This design comes from an exercise in tuning for small area, a short achievable clock period and few clock cycles per item on the open sky130 flow, not from production work.
Function was not checked in any run shown here: the RTL went through the layout flow alone.
Power is estimated from default activity; no workload was simulated.

[flow/run.sh]
#!/bin/bash
# synth_recipe.tcl (not shown) runs the flow's synth.tcl, then flattens the netlist and writes it again
# the make line also repeats each setting of config.mk as NAME=value (left out here)
make -C /OpenROAD-flow-scripts/flow DESIGN_CONFIG=/design/flow/config.mk WORK_HOME=/design/flow/orfs CLKGATE_MAP_FILE= SYNTH_SCRIPT=/design/flow/synth_recipe.tcl finish
[flow/config.mk]
export PLATFORM = sky130hd
export DESIGN_NAME = gomoku_top
export DESIGN_NICKNAME = gomoku_top
export VERILOG_FILES = /design/flow/design.v
export SDC_FILE = /design/flow/constraint.sdc
export NUM_CORES = 4
export LEC_CHECK = 0
export ABC_CLOCK_PERIOD_IN_PS = 3000
export CAP_MARGIN = 20
export CORE_MARGIN = 2
export CORE_UTILIZATION = 30
export SETUP_SLACK_MARGIN = 5
export SLEW_MARGIN = 20
[flow/design.v]
`timescale 1ns/100ps
package gomoku_pkg;
    typedef enum logic [1:0] {
        EMPTY = 2'b00,
        BLACK = 2'b01,   
        WHITE = 2'b10    
    } cell_t;
    typedef union packed {
        struct packed {
            logic [32-2*4-1:0] rsvd;
            logic [4-1:0]           row;   
            logic [4-1:0]           col;
        } move;                                     
        struct packed {
            logic [32-3:0] rsvd;
            logic               new_game;
            logic               pass;
        } ctrl;                                     
    } reg_word_u;
    typedef struct packed {
        logic [16:0] rsvd;
        logic [8:0]  move_count;   
        logic        last_ok;      
        cell_t       winner;
        cell_t       turn;
        logic        busy;         
    } status_t;
endpackage
`timescale 1ns/100ps
module gomoku_regs (
    input  logic                      clock,
    input  logic                      rst,
    input  logic [5-1:0]        awaddr,
    input  logic                      awvalid,
    output logic                      awready,
    input  logic [32-1:0]        wdata,
    input  logic                      wvalid,
    output logic                      wready,
    output logic                      bvalid,
    output logic [1:0]                bresp,
    input  logic                      bready,
    input  logic [5-1:0]        araddr,
    input  logic                      arvalid,
    output logic                      arready,
    output logic                      rvalid,
    output logic [32-1:0]        rdata,
    output logic [1:0]                rresp,
    input  logic                      rready,
    input  gomoku_pkg::cell_t         pt,           
    input  logic                      five,
    output logic                      clear,        
    output logic                      wr_en,        
    output logic [4-1:0]       kv,
    output logic [4-1:0]       kh,
    output logic [4-1:0]       kd,
    output logic [4-1:0]       ka,
    output logic [6:0]                hex0,
    output logic [6:0]                hex1,
    output logic [4-1:0]       pick_row,
    output logic [4-1:0]       last_row,
    output logic [4-1:0]       last_col,
    output logic                      white,        
    output logic                      won
);
    gomoku_pkg::reg_word_u wv;
    logic                  ready;
    logic                  wr_fire;
    logic                  ar_fire;
    logic                  mv_fire;
    logic                  sel_fire;
    logic                  ng_fire;
    logic                  pass_fire;
    logic                  lines;       
    logic                  settle;      
    logic                  placed;      
    logic                  five_q;
    logic                  last_ok;
    logic [8:0]            move_count;
    logic [4-1:0]   cell_row;
    logic [4-1:0]   cell_col;
    logic [14:0]           rd_q;
    logic                  rv_q;
    gomoku_pkg::cell_t     cell_q;
    logic                  white_nx;
    logic                  won_nx;
    logic                  last_ok_nx;
    logic [8:0]            count_nx;
    function automatic logic [6:0] seg7(input logic [3:0] v);
        case (v)
            4'h0: seg7 = 7'b1000000;
            4'h1: seg7 = 7'b1111001;
            4'h2: seg7 = 7'b0100100;
            4'h3: seg7 = 7'b0110000;
            4'h4: seg7 = 7'b0011001;
            4'h5: seg7 = 7'b0010010;
            4'h6: seg7 = 7'b0000010;
            4'h7: seg7 = 7'b1111000;
            4'h8: seg7 = 7'b0000000;
            4'h9: seg7 = 7'b0010000;
            4'hA: seg7 = 7'b0001000;
            4'hB: seg7 = 7'b0000011;   
            4'hC: seg7 = 7'b1000110;
            4'hD: seg7 = 7'b0100001;   
            4'hE: seg7 = 7'b0000110;
            default: seg7 = 7'b0001110;
        endcase
    endfunction
    assign wv = wdata;
    assign awready = ready;
    assign wready  = ready;
    assign bresp   = 2'b00;
    assign rresp   = 2'b00;
    assign rvalid  = rv_q;
    assign wr_fire   = awvalid && wvalid && ready;
    assign ar_fire   = arvalid && arready;
    assign mv_fire   = wr_fire && awaddr == 5'h00;
    assign sel_fire  = wr_fire && awaddr == 5'h08;
    assign ng_fire   = wr_fire && awaddr == 5'h04 && wv.ctrl.new_game;
    assign pass_fire = wr_fire && awaddr == 5'h04 && wv.ctrl.pass && !wv.ctrl.new_game;
    assign pick_row = lines ? last_row : cell_row;
    assign wr_en    = placed;
    always_ff @(posedge clock) begin
        if (rst) begin
            ready   <= 1'b1;
            bvalid  <= 1'b0;
            rv_q    <= 1'b0;
            arready <= 1'b1;
            lines   <= 1'b0;
            settle  <= 1'b0;
        end else begin
            ready   <= !wr_fire && !(bvalid && !bready) && !lines;
            bvalid  <= wr_fire || (bvalid && !bready);
            rv_q    <= ar_fire || (rv_q && !rready);
            arready <= !(ar_fire || (rv_q && !rready));
            lines   <= mv_fire;
            settle  <= lines;
        end
    end
    always_ff @(posedge clock) begin
        clear <= rst || ng_fire;
    end
    always_ff @(posedge clock) begin
        if (rst) begin
            last_row <= '0;
            last_col <= '0;
            cell_row <= '0;
            cell_col <= '0;
            hex1     <= seg7('0);
            hex0     <= seg7('0);
        end else begin
            if (mv_fire) begin
                last_row <= wv.move.row;
                last_col <= wv.move.col;
                hex1     <= seg7(wv.move.row);
                hex0     <= seg7(wv.move.col);
            end
            if (sel_fire) begin
                cell_row <= wv.move.row;
                cell_col <= wv.move.col;
            end
        end
    end
    always_ff @(posedge clock) begin
        if (rst) begin
            kv <= '0;
        end else if (mv_fire || sel_fire) begin
            kv <= wv.move.col;
        end else begin
            kv <= cell_col;
        end
        if (mv_fire) begin
            kh <= wv.move.row;
            kd <= wv.move.col - wv.move.row;
            ka <= wv.move.col + wv.move.row;
        end
    end
    always_ff @(posedge clock) begin
        if (rst) begin
            placed <= 1'b0;
        end else begin
            placed <= lines && pt == gomoku_pkg::EMPTY && !won;
        end
        five_q <= five;   
    end
    always_comb begin
        white_nx   = white;
        won_nx     = won;
        last_ok_nx = last_ok;
        count_nx   = move_count + 9'(placed);
        if (settle) begin
            last_ok_nx = placed;
        end
        if (placed) begin
            if (five_q) begin
                won_nx = 1'b1;   
            end else begin
                white_nx = !white;
            end
        end
        if (pass_fire && !won) begin
            white_nx = !white;
        end
    end
    always_ff @(posedge clock) begin
        if (rst || ng_fire) begin
            white      <= 1'b0;
            won        <= 1'b0;
            last_ok    <= 1'b0;
            move_count <= '0;
        end else begin
            white      <= white_nx;
            won        <= won_nx;
            last_ok    <= last_ok_nx;
            move_count <= count_nx;
        end
    end
    always_ff @(posedge clock) begin
        cell_q <= (rst || clear) ? gomoku_pkg::EMPTY : pt;
        if (!rv_q) begin
            case (araddr)
                5'h00:     rd_q <= {7'b0, last_row, last_col};
                5'h08: rd_q <= {7'b0, cell_row, cell_col};
                5'h0C:   rd_q <= {count_nx, last_ok_nx,
                                        won_nx && white_nx, won_nx && !white_nx,
                                        white_nx, !white_nx, 1'b0};
                5'h10:     rd_q <= {13'b0, cell_q};
                default:       rd_q <= '0;
            endcase
        end
    end
    assign rdata = {17'b0, rd_q};
endmodule
`timescale 1ns/100ps
module board_store (
    input  logic                    clock,
    input  logic                    clear,       
    input  logic                    wr_en,       
    input  logic [4-1:0]     wr_row,
    input  logic [4-1:0]     wr_col,
    input  logic                    wr_white,
    input  logic                    white,       
    input  logic [4-1:0]     kv,          
    input  logic [4-1:0]     kh,          
    input  logic [4-1:0]     kd,          
    input  logic [4-1:0]     ka,          
    output logic [16-1:0]   pv_b,        
    output logic [16-1:0]   pv_w,
    output logic [16-1:0]   ph,          
    output logic [16-1:0]   pd,          
    output logic [16-1:0]   pa           
);
    logic [16-1:0][16-1:0] bl;   
    logic [16-1:0][16-1:0] wh;
    logic [16-1:0][16-1:0] mine;
    logic [16-1:0][16-1:0] mine_d;   
    logic [16-1:0][16-1:0] mine_a;   
    logic [16-1:0]                 row_b;
    logic [16-1:0]                 row_w;
    logic [16-1:0]                 col_hit;
    always_comb begin
        for (int i = 0; i < 16; i++) begin
            row_b[i]   = wr_en && !wr_white && wr_row == 4'(i);
            row_w[i]   = wr_en && wr_white && wr_row == 4'(i);
            col_hit[i] = wr_col == 4'(i);
        end
    end
    always_ff @(posedge clock) begin
        for (int i = 0; i < 16; i++) begin
            for (int j = 0; j < 16; j++) begin
                bl[i][j] <= !clear && (bl[i][j] || (row_b[i] && col_hit[j]));
                wh[i][j] <= !clear && (wh[i][j] || (row_w[i] && col_hit[j]));
            end
        end
    end
    always_comb begin
        for (int i = 0; i < 16; i++) begin
            for (int j = 0; j < 16; j++) begin
                mine[i][j] = white ? wh[i][j] : bl[i][j];
            end
        end
        for (int i = 0; i < 16; i++) begin
            for (int j = 0; j < 16; j++) begin
                mine_d[i][j] = mine[i][(j + i) % 16];
                mine_a[i][j] = mine[i][(j + 16 - i) % 16];
            end
        end
    end
    always_comb begin
        for (int i = 0; i < 16; i++) begin
            pv_b[i] = bl[i][kv];
            pv_w[i] = wh[i][kv];
            ph[i]   = mine[kh][i];
            pd[i]   = mine_d[i][kd];
            pa[i]   = mine_a[i][ka];
        end
    end
endmodule
`timescale 1ns/100ps
module win_checker (
    input  logic [4-1:0]     row,        
    input  logic [4-1:0]     col,
    input  logic                    white,      
    input  logic [16-1:0]   pv_b,       
    input  logic [16-1:0]   pv_w,
    input  logic [16-1:0]   ph,         
    input  logic [16-1:0]   pd,         
    input  logic [16-1:0]   pa,         
    output logic                    five
);
    logic [16-1:0] lv;
    logic [16-1:0] lh;
    logic [16-1:0] ld;
    logic [16-1:0] la;
    always_comb begin
        for (int i = 0; i < 16; i++) begin
            int dc;
            int ac;
            dc = int'(col) - int'(row) + i;   
            ac = int'(col) + int'(row) - i;
            lv[i] = (white ? pv_w[i] : pv_b[i]) || row == 4'(i);
            lh[i] = ph[i] || col == 4'(i);
            ld[i] = (pd[i] && dc >= 0 && dc < 16) || row == 4'(i);
            la[i] = (pa[i] && ac >= 0 && ac < 16) || row == 4'(i);
        end
    end
    always_comb begin
        five = 1'b0;
        for (int s = 0; s + 5 <= 16; s++) begin
            five = five || &lv[s+:5] || &lh[s+:5]
                        || &ld[s+:5] || &la[s+:5];
        end
    end
endmodule
`timescale 1ns/100ps
module status_display (
    input  logic                white,    
    input  logic                won,
    output logic [7:0]          ledr,
    output logic [7:0]          ledg
);
    assign ledr = {won && !white, 6'b0, !won && !white};
    assign ledg = {!won && white, 6'b0, won && white};
endmodule
`timescale 1ns/100ps
module gomoku_top (
    input  logic               clock,
    input  logic               rst,
    input  logic [5-1:0] awaddr,
    input  logic               awvalid,
    output logic               awready,
    input  logic [32-1:0] wdata,
    input  logic               wvalid,
    output logic               wready,
    output logic               bvalid,
    output logic [1:0]         bresp,
    input  logic               bready,
    input  logic [5-1:0] araddr,
    input  logic               arvalid,
    output logic               arready,
    output logic               rvalid,
    output logic [32-1:0] rdata,
    output logic [1:0]         rresp,
    input  logic               rready,
    output logic [6:0]         hex0,
    output logic [6:0]         hex1,
    output logic [7:0]         ledr,
    output logic [7:0]         ledg
);
    logic                  clear;
    logic                  wr_en;
    logic [4-1:0]   kv;
    logic [4-1:0]   kh;
    logic [4-1:0]   kd;
    logic [4-1:0]   ka;
    logic [4-1:0]   pick_row;
    logic [4-1:0]   last_row;
    logic [4-1:0]   last_col;
    logic                  white;
    logic                  won;
    logic                  five;
    gomoku_pkg::cell_t     pt;
    logic [16-1:0] pv_b;
    logic [16-1:0] pv_w;
    logic [16-1:0] ph;
    logic [16-1:0] pd;
    logic [16-1:0] pa;
    assign pt = gomoku_pkg::cell_t'({pv_w[pick_row], pv_b[pick_row]});
    gomoku_regs u_regs (
        .clock, .rst,
        .awaddr, .awvalid, .awready, .wdata, .wvalid, .wready,
        .bvalid, .bresp, .bready,
        .araddr, .arvalid, .arready, .rvalid, .rdata, .rresp, .rready,
        .pt, .five, .clear, .wr_en, .kv, .kh, .kd, .ka, .hex0, .hex1,
        .pick_row, .last_row, .last_col, .white, .won
    );
    board_store u_board (
        .clock, .clear, .wr_en,
        .wr_row (last_row),
        .wr_col (last_col),
        .wr_white (white),
        .white, .kv, .kh, .kd, .ka, .pv_b, .pv_w, .ph, .pd, .pa
    );
    win_checker u_check (
        .row (last_row),
        .col (last_col),
        .white, .pv_b, .pv_w, .ph, .pd, .pa, .five
    );
    status_display u_disp (
        .white, .won, .ledr, .ledg
    );
endmodule
[flow/constraint.sdc]
create_clock -name core_clock -period 8.0 [get_ports {clock}]
set_input_delay 1.6000 -clock core_clock [delete_from_list [all_inputs] [get_ports {clock}]]
set_output_delay 1.6000 -clock core_clock [all_outputs]
set_load 0.01 [all_outputs]
==> results of run 1 <==
-- layer usage --
layer  global-route usage [%]  up-vias
met3                     7.52      531
met2                     35.6     2830
met1                     33.5    18300
li1                         -    15100
met5                        0        -
met4                     14.2        4
-- layout make-up --
cell class | count | share of cell area (%)
Antenna cell | 4 | 0.0217
Timing Repair inverter | 2 | 0.0380
Tap cell | 1768 | 4.79
Sequential cell | 595 | 26.4
Clock inverter | 30 | 0.881
Clock buffer | 100 | 4.46
Multi-Input combinational cell | 3034 | 57.6
Timing Repair Buffer | 241 | 5.19
Inverter | 57 | 0.550
-- layout by cell type, fill, tap and decap left out, types with 47 or more instances in the layout --
master / Yosys / routed
ha_1: 137 / 126
mux2i_1: 184 / 181
a22oi_1: 48 / 48
nand2_1: 192 / 185
o21ai_0: 85 / 72
nor3_1: 55 / 47
nand3_1: 52 / 50
a21oi_1: 615 / 609
clkbuf_16: 0 / 74
mux4_2: 470 / 470
nor2_1: 695 / 668
buf_4: 61 / 140
dfxtp_1: 569 / 558
-- worst register-to-register path: cells and delay by family, from the launching register on --
kind / cells / cell delay (ns)
and+or+nand+nor: 6 / 1.49
AOI/OAI and AO/OA: 7 / 1.45
adders and majority gates: 2 / 0.56
DFF: 1 / 0.36
buffers and inverters: 2 / 0.35
xor gates and xnor gates: 1 / 0.16
-- per-stage QoR --
step	worst slack [ns]	instances	util, %	hold slack [ns]	power, mW
4_1_cts	3.79	5824	34.6	0.452	6.71
3_5_place_dp	2.11	5612	31.7	0.447	3.30
2_1_floorplan	3.71	4086	-	0.446	3.23
5_1_grt	3.51	5827	34.7	0.473	6.86
6_report	3.62	5831	34.7	0.451	6.68
3_3_place_gp	2.15	5610	31.7	0.446	3.30
-- kinds of logic after synthesis --
group                      Yosys count
and+or+nand+nor                   1185
AOI/OAI and AO/OA                  948
adders and majority gates          141
other                                1
muxes                              704
buffers and inverters              457
DFF                                595
xor gates and xnor gates            23
-- where the power goes --
group	internal (mW)	switching, mW
Clock	2.04	1.39
Combinational	0.0864	0.174
Sequential	2.99	0.00495
-- synthesized netlist by cell type (22+ instances only) --
library cell / instances / share of area (%)
nand2b_1: 34 / 0.53
buf_4: 61 / 1.1
nand3_1: 52 / 0.65
nand2_1: 192 / 1.8
nor2_1: 695 / 6.5
a21oi_1: 615 / 7.7
clkbuf_1: 246 / 2.3
nor3_1: 55 / 0.69
o211ai_1: 23 / 0.43
a211oi_1: 23 / 0.43
o21ai_0: 85 / 1.1
a22oi_1: 48 / 0.90
nor2b_1: 36 / 0.56
inv_1: 52 / 0.49
buf_2: 54 / 0.67
o22ai_1: 22 / 0.34
ha_1: 137 / 4.3
mux2i_1: 184 / 4.6
mux2_2: 39 / 1.1
edfxtp_1: 26 / 1.9
dfxtp_1: 569 / 28
buf_1: 25 / 0.23
mux4_2: 470 / 26
-- what timing repair did --
action | CTS | global route
buffers inserted | 74 | 2
cloned | 8 | 1
pin swaps | 31 | 7
setup endpoints to repair | 347 | 89
resized for setup | 210 | 17
endpoints found under the hold margin | 0 | 0
-- state kept, by name, summed over array words and instances (netlist names), 2 cells and up --
signal,flops
u_regs.kv,4
u_regs.kd,3
u_regs.hex0,7
u_regs.last_row,4
u_regs.rd_q,15
u_board.wh,256
u_regs.ka,4
u_regs.move_count,9
u_board.bl,256
u_regs.cell_col,4
u_regs.last_col,4
u_regs.cell_row,4
u_regs.cell_q,2
u_regs.kh,4
u_regs.hex1,7
-- path summary, 6_finish.rpt --
kind                                    startpoint        endpoint  slack [ns]  cells past startpoint
worst max-delay path            u_regs.last_col[1]   u_regs.five_q        3.62                     18
worst min-delay path                u_regs.hex0[3]  u_regs.hex0[3]        0.45                      2
worst max register to register  u_regs.last_col[1]   u_regs.five_q        3.62                     18
worst min register to register      u_regs.hex0[3]  u_regs.hex0[3]        0.45                      2
==> summary.txt, run 1 <==
Run status
  • Outcome: timing/DRC/antenna clean

Placement
  • Gpl congestion: 1.06
  • HPWL Detailed: 117 mm
  • Post-DP Area: 42200 sq um
  • Port Buffer Count: 62

Synth
  • FFs w/ async S/R, synth: 0%
  • Distinct cells, synth: 82
  • Largest family of logic cells by synthesized area: multiplexers
  • Cells after Synth: 4054
  • Share of the yosys chip area belonging to registers: 30.4%
  • YS warnings: 3
  • Post-Syn Area: 40100 sq um
  • Post-synth EDFFs: 26
  • Simple-Gate Fraction of Synth Area: 12.9%
  • Compound-gate portion of the synthesized area: 13.6%
  • Adder-cell share of the synthesized area: 4.48%
  • Mux cell area share after synthesis: 32.8%
  • Post-synthesis register bit count: 595
  • Synth Area in XOR/XNOR: 0.503%
  • Synthesized area per cell: 9.89 sq um
  • Post-synth top flop: dfxtp_1

Drt
  • WL met2: 72.7 mm
  • Met3 wire len: 23.5 mm
  • Remaining DRCs: 0
  • Via density: 6.30
  • Highest metal used: met5
  • Drt initial violations: 6089
  • Routed wire per std cell: 30.0 microns
  • DRT antenna net count: 0
  • Detailed Routing Iterations Pass 1: 8
  • Post-Route WL: 175 mm
  • Met1 Wirelength: 67.2 mm
  • Via count: 36700

Die
  • Num ports: 120
  • Area of the core: 133000 sq um
  • Initial core utilization: 30.1%
  • Row cnt: 134
  • DIE WIDTH: 370 microns
  • Die ar.: 137000 sq um
  • Die Y-Extent: 370 microns

Global route
  • Initial antenna violation count: 10
  • Vias in the first global route: 34100
  • First-pass GRT wire length: 252 mm
  • Grt ovf: 0
  • GR Util All Layers: 25.0%
  • Largest net degree at the start of global routing: 130

Finish
  • FILL cells: 13400
  • FF+latch area: 12200 sq um
  • Final Cell Area: 46200 sq um
  • Layout cells sized above 1: 23.6%
  • # nets final: 4192
  • Multi-input gate area: 26600 sq um
  • Synthesis-to-finish area growth: 15.2%

CTS
  • Number of H-tree levels: 3
  • CTS tree: done
  • Post-CTS Hold Buffers: 0
  • CTS root buffer: clkbuf_16
  • Clock-pin slew on the worst setup and hold paths: 0.06 ns
  • CTS Buffer Depth: 3
  • Clk Latency, worst-skew pair: 0.66 ns
  • Clk sinks: 595
  • CTS Buf Count: 71

Worst setup path
  • Critical path's largest stage delay: 0.59 ns
  • Worst path slowest cell: nor2_1
  • Worst path bufs/invs: 2
  • CP top delay family: simple AND/OR/NAND/NOR gates
  • Setup crit start kind: flip-flop
  • Worst EP arrival: 4.98 ns
  • CP Data Required Time: 8.60 ns
  • Critical path capture point type: flip-flop
  • Kind of critical path: reg -> reg
  • Crit Path Max Fanout: 24
  • CP cell instances: buf_6 > ha_2 > nor2b_4 > o21ai_4 > xnor2_2 > buf_4 > nor2_1 > a21oi_1 > ha_1 > nor4bb_1 > nand4b_1 > nor2_1 > o221ai_1 > o21ai_0 > a21boi_0 > a21boi_0 > a311oi_1 > nand4_1

Power
  • PD cells: 145 nW/um^2
  • Max VDD drop: 129 uV
  • Leakage Power: 16.2 nW

STA
  • Final period util: 54.8%
  • Max transition margin: 23.2%
  • Final setup fails: 0
  • Slew @ Worst Pin: 1.15 ns
  • Layout Skew: 0.0392 ns
  • Achievable clock frequency: 228 MHz
  • Unrepaired setup endpoints after global routing: yes
  • Min Clock Period, post-route: 4.38 ns
  • Final Hold Viols: 0
  • Fin. max-slew vios: 0
  • Setup TNS: 0 ns

Hold path
  • Worst Hold Class: reg -> reg

Run
  • Total of max-cap violations: 0
==> run 2: changes to the inputs <==
--- a/flow/design.v
+++ b/flow/design.v
@@ -54,6 +54,8 @@
     output logic [4-1:0]       kh,
     output logic [4-1:0]       kd,
     output logic [4-1:0]       ka,
+    output logic                      negd,
+    output logic                      hia,
     output logic [6:0]                hex0,
     output logic [6:0]                hex1,
     output logic [4-1:0]       pick_row,
@@ -170,8 +172,8 @@
         end
         if (mv_fire) begin
             kh <= wv.move.row;
-            kd <= wv.move.col - wv.move.row;
-            ka <= wv.move.col + wv.move.row;
+            {negd, kd} <= {1'b0, wv.move.col} - {1'b0, wv.move.row};
+            {hia, ka}  <= {1'b0, wv.move.col} + {1'b0, wv.move.row};
         end
     end
     always_ff @(posedge clock) begin
@@ -299,6 +301,10 @@
 module win_checker (
     input  logic [4-1:0]     row,        
     input  logic [4-1:0]     col,
+    input  logic [4-1:0]     kd,         
+    input  logic                    negd,       
+    input  logic [4-1:0]     ka,         
+    input  logic                    hia,        
     input  logic                    white,      
     input  logic [16-1:0]   pv_b,       
     input  logic [16-1:0]   pv_w,
@@ -311,16 +317,16 @@
     logic [16-1:0] lh;
     logic [16-1:0] ld;
     logic [16-1:0] la;
+    logic [16-1:0] le_d;   
+    logic [16-1:0] le_a;   
+    assign le_d = ~(16'hFFFE << ~kd);
+    assign le_a = ~(16'hFFFE << ka);
     always_comb begin
         for (int i = 0; i < 16; i++) begin
-            int dc;
-            int ac;
-            dc = int'(col) - int'(row) + i;   
-            ac = int'(col) + int'(row) - i;
             lv[i] = (white ? pv_w[i] : pv_b[i]) || row == 4'(i);
             lh[i] = ph[i] || col == 4'(i);
-            ld[i] = (pd[i] && dc >= 0 && dc < 16) || row == 4'(i);
-            la[i] = (pa[i] && ac >= 0 && ac < 16) || row == 4'(i);
+            ld[i] = (pd[i] && (le_d[i] ^ negd)) || row == 4'(i);
+            la[i] = (pa[i] && (le_a[i] ^ hia)) || row == 4'(i);
         end
     end
     always_comb begin
@@ -372,6 +378,8 @@
     logic [4-1:0]   kh;
     logic [4-1:0]   kd;
     logic [4-1:0]   ka;
+    logic                  negd;
+    logic                  hia;
     logic [4-1:0]   pick_row;
     logic [4-1:0]   last_row;
     logic [4-1:0]   last_col;
@@ -390,7 +398,7 @@
         .awaddr, .awvalid, .awready, .wdata, .wvalid, .wready,
         .bvalid, .bresp, .bready,
         .araddr, .arvalid, .arready, .rvalid, .rdata, .rresp, .rready,
-        .pt, .five, .clear, .wr_en, .kv, .kh, .kd, .ka, .hex0, .hex1,
+        .pt, .five, .clear, .wr_en, .kv, .kh, .kd, .ka, .negd, .hia, .hex0, .hex1,
         .pick_row, .last_row, .last_col, .white, .won
     );
     board_store u_board (
@@ -403,6 +411,7 @@
     win_checker u_check (
         .row (last_row),
         .col (last_col),
+        .kd, .negd, .ka, .hia,
         .white, .pv_b, .pv_w, .ph, .pd, .pa, .five
     );
     status_display u_disp (
==> run 2 against run 1 <==
Register-to-register slack gained 0.86 ns. Fmax grew 24%. Global-route usage shrank 0.20 points. Sequential power is essentially flat. Critical endpoint unchanged.
==> summary.txt, run 2 <==
Die
  • Initial core utilization: 30.3% (+0.16 points)
  • Die Y-Extent: 355 microns (-3.8%)
  • Row cnt: 128 (-4.5%)
  • DIE WIDTH: 355 microns (-3.8%)
  • Die ar.: 126000 sq um (-7.5%)
  • Num ports: 120 (unchanged)
  • Area of the core: 122000 sq um (-8.1%)

Hold path
  • Worst Hold Class: reg -> reg

Placement
  • Gpl congestion: 1.05 (-1.1%)
  • HPWL Detailed: 103 mm (-12%)
  • Port Buffer Count: 62 (unchanged)

Drt
  • Routed wire per std cell: 30.1 microns (+0.29%)
  • DRT antenna net count: 0 (unchanged)
  • Detailed Routing Iterations Pass 1: 8 (unchanged)
  • Remaining DRCs: 0 (unchanged)
  • Via count: 34400 (-6.3%)
  • Drt initial violations: 5691 (-6.5%)
  • Post-Route WL: 164 mm (-6.4%)
  • Via density: 6.32 (+0.40%)

STA
  • Final setup fails: 0 (unchanged)
  • Final period util: 44.1% (-11 points)
  • Final Hold Viols: 0 (unchanged)
  • Achievable clock frequency: 284 MHz (+24%)
  • Layout Skew: 0.0402 ns (+0.000946 ns)
  • Min Clock Period, post-route: 3.53 ns (-0.856 ns)
  • Fin. max-slew vios: 0 (unchanged)
  • Slew @ Worst Pin: 1.26 ns (+0.106 ns)
  • Setup TNS: 0 ns (unchanged)
  • Unrepaired setup endpoints after global routing: yes
  • Max transition margin: 16.1% (-7.1 points)

Worst setup path
  • Critical path capture point type: flip-flop
  • Setup crit start kind: flip-flop
  • CP Data Required Time: 8.52 ns (-0.08 ns)
  • Crit Path Max Fanout: 6 (-75%)
  • Critical path's largest stage delay: 0.53 ns (-0.06 ns)
  • Worst path bufs/invs: 3 (+1)
  • Kind of critical path: reg -> reg
  • Worst EP arrival: 4.05 ns (-0.93 ns)
  • CP cell instances: buf_4 > buf_16 > bufbuf_16 > mux4_2 > mux2i_2 > mux2i_1 > a211oi_2 > a211o_1 > a21oi_1 > nor4_2 > nor4b_2 > nand4_1
  • CP top delay family: multiplexers
  • Worst path slowest cell: mux4_2

CTS
  • Clk Latency, worst-skew pair: 0.66 ns (about the same)
  • CTS root buffer: clkbuf_16
  • Post-CTS Hold Buffers: 0 (unchanged)
  • CTS tree: done
  • Clock-pin slew on the worst setup and hold paths: 0.07 ns (about the same)
  • Clk sinks: 597 (+0.34%)
  • CTS Buf Count: 66 (-7.0%)
  • CTS Buffer Depth: 3 (unchanged)
  • Number of H-tree levels: 3 (unchanged)

Synth
  • Share of the yosys chip area belonging to registers: 33.0% (+2.7 points)
  • YS warnings: 3 (unchanged)
  • Post-synth EDFFs: 28 (+7.7%)
  • Synth top area share: 30.8% (+2.3 points)
  • Distinct cells, synth: 87 (+6.1%)
  • Post-synth top flop: dfxtp_1
  • Synth area leaders: dfxtp_1 (31%), mux4_2 (23%), a21oi_1 (8.0%)
  • Post-synthesis register bit count: 597 (+0.34%)
  • Synth cell count leaders: nor2_1 (675), a21oi_1 (591), dfxtp_1 (569)
  • Dominant cell by count in the synthesized netlist: nor2_1
  • Post-Syn Area: 37000 sq um (-7.6%)
  • FFs w/ async S/R, synth: 0% (unchanged)
  • Cells after Synth: 3793 (-6.4%)
  • Largest area contributor in the netlist: dfxtp_1
  • Synthesized area per cell: 9.76 sq um (-1.2%)

Global route
  • Layer with the highest usage: met2
  • M1 GR Usage: 32.2% (-1.3 points)
  • Met2 track demand over resource: 36.3% (+0.68 points)
  • Grt ovf: 0 (unchanged)
  • GRT met3 Usage: 7.24% (-0.28 points)
  • Vias in the first global route: 31400 (-7.9%)
  • First-pass GRT wire length: 231 mm (-8.3%)
  • GR Util All Layers: 24.8% (-0.20 points)
  • Largest net degree at the start of global routing: 227 (+75%)
  • Initial antenna violation count: 13 (+3)

Finish
  • # nets final: 3833 (-8.6%)
  • Util after Layout: 35.5% (+0.83 points)
  • Most common cell after layout, fill and taps aside: nor2_1
  • Synthesis-to-finish area growth: 17.3%
  • Regs by FF count: u_board.bl (256), u_board.wh (256), u_regs.rd_q (15)
  • Layout cells sized above 1: 23.1% (-0.49 points)
  • Most frequent cells in the layout: nor2_1 (651), a21oi_1 (586), dfxtp_1 (562)
  • FF+latch area: 12300 sq um (+0.39%)
  • FILL cells: 12100 (-9.1%)
  • Multi-input gate area: 23400 sq um (-12%)

Power
  • Leakage Power: 15.2 nW (-6.0%)
  • Max VDD drop: 125 uV (-3.7%)
  • PD cells: 147 nW/um^2 (+1.8%)

Run
  • Total of max-cap violations: 0 (unchanged)

Run status
  • Outcome: timing/DRC/antenna clean
==> run 2: worst register-to-register path, cell delays in order, from the launching register on <==
cell and delay, ns:
edfxtp_1 0.37, buf_4 0.17, buf_16 0.18, bufbuf_16 0.31, mux4_2 0.53, mux2i_2 0.25
mux2i_1 0.13, a211oi_2 0.35, a211o_1 0.25, a21oi_1 0.10, nor4_2 0.36, nor4b_2 0.25
nand4_1 0.16
==> run 2: through the flow <==
step / hold WS [ns] / power (mW) / area [sq um] / setup slack (ns) / cells
finish: 0.460 / 6.40 / 43400 / 4.47 / 5441
global route: 0.481 / 6.54 / 43400 / 4.41 / 5437
CTS: 0.462 / 6.41 / 42900 / 4.61 / 5409
detailed placement: 0.455 / 3.25 / 38800 / 3.71 / 5203
global placement: 0.453 / 3.25 / 38800 / 3.72 / 5202
floorplan: 0.446 / 3.20 / 37300 / 4.74 / 3825
==> run 2: cell families (layout without fill, tap and decap cells) <==
kind of cell | after synthesis | after routing | share of synthesized area [%]
simple gates | 1064 | 1064 | 12.1
other cells | 1 | 37 | 0.0101
buf+inv | 431 | 418 | 5.74
compound gates | 944 | 944 | 15.1
flops | 597 | 597 | 33.0
mux | 707 | 707 | 32.7
xor+xnor | 25 | 25 | 0.591
fa+ha+maj | 24 | 24 | 0.851
==> run 2: final timing paths <==
check	cells after the start	to	slack [ns]	from
worst max-delay path	12	u_regs.five_q	4.47	u_regs.ka[0]
worst min-delay path	2	u_regs.hex0[3]	0.46	u_regs.hex0[3]
worst max register to register	12	u_regs.five_q	4.47	u_regs.ka[0]
worst min register to register	2	u_regs.hex0[3]	0.46	u_regs.hex0[3]
==> run 2: area by class of cell <==
class | count | share of cell area [%]
diodes | 4 | 0.0230
multi-input cells | 2797 | 53.9
repair inverters | 1 | 0.0461
clock buffers | 89 | 4.23
repair buffers | 264 | 7.65
flip-flops and latches | 597 | 28.2
inverters | 33 | 0.374
well taps | 1625 | 4.68
clock inverters | 31 | 0.850
==> run 2: metal layers <==
layer | vias to the layer above | part of all wire, % | routed length [microns]
met5 | - | 0.037 | 61
met4 | 10 | 7.0 | 11500
met3 | 620 | 13 | 21800
met2 | 2938 | 43 | 69800
met1 | 16800 | 37 | 60700
li1 | 14100 | - | -
==> run 2: power breakdown <==
part	leakage, nW	switching, mW	internal [mW]
clock	1.07	1.37	1.83
sequential	4.87	0.00986	3.00
combinational	9.28	0.129	0.0575
total	15.2	1.51	4.89
==> run 2: repair_timing <==
item                                    in CTS  in global routing
setup buffers                               61                 21
pin swaps                                   17                 10
resized for setup                          228                 51
endpoints found under the hold margin        0                  0
cloned                                      25                  4
endpoints found under the setup margin     130                 73

[port drivers added, routing unchanged]
The flow's constraints put no driver on any port. The routed layouts listed below were extracted and timed again, unchanged, in two steps. Step 1 assumes that a clkbuf_16 drives the clock port and a buf_2 every other input. Step 2 moves the port delays by t, midway between the first and last clock arrival at a register: inputs arrive t later, outputs are due t later. That takes back most of the time a late clock gives input paths. Three values: ideal ports, drivers, drivers and shift; two values: the first two.
run	t, ns	setup WS [ns]	hold WS [ns]	latest minus earliest clock arrival (ns)	slew at the worst register clock pin (ns)
run 1	0.714	3.619 / 3.619 / 3.619	0.451 / 0.451 / 0.451	0.040 / 0.040	0.06 / 0.06
run 2	0.715	4.475 / 4.475 / 4.379	0.460 / 0.460 / 0.460	0.041 / 0.042	0.08 / 0.08
After both steps setup and hold are still met in every run listed. The setup slack of run 2, which loses most, moves by 0.000 ns with the drivers and by -0.096 ns with both steps.
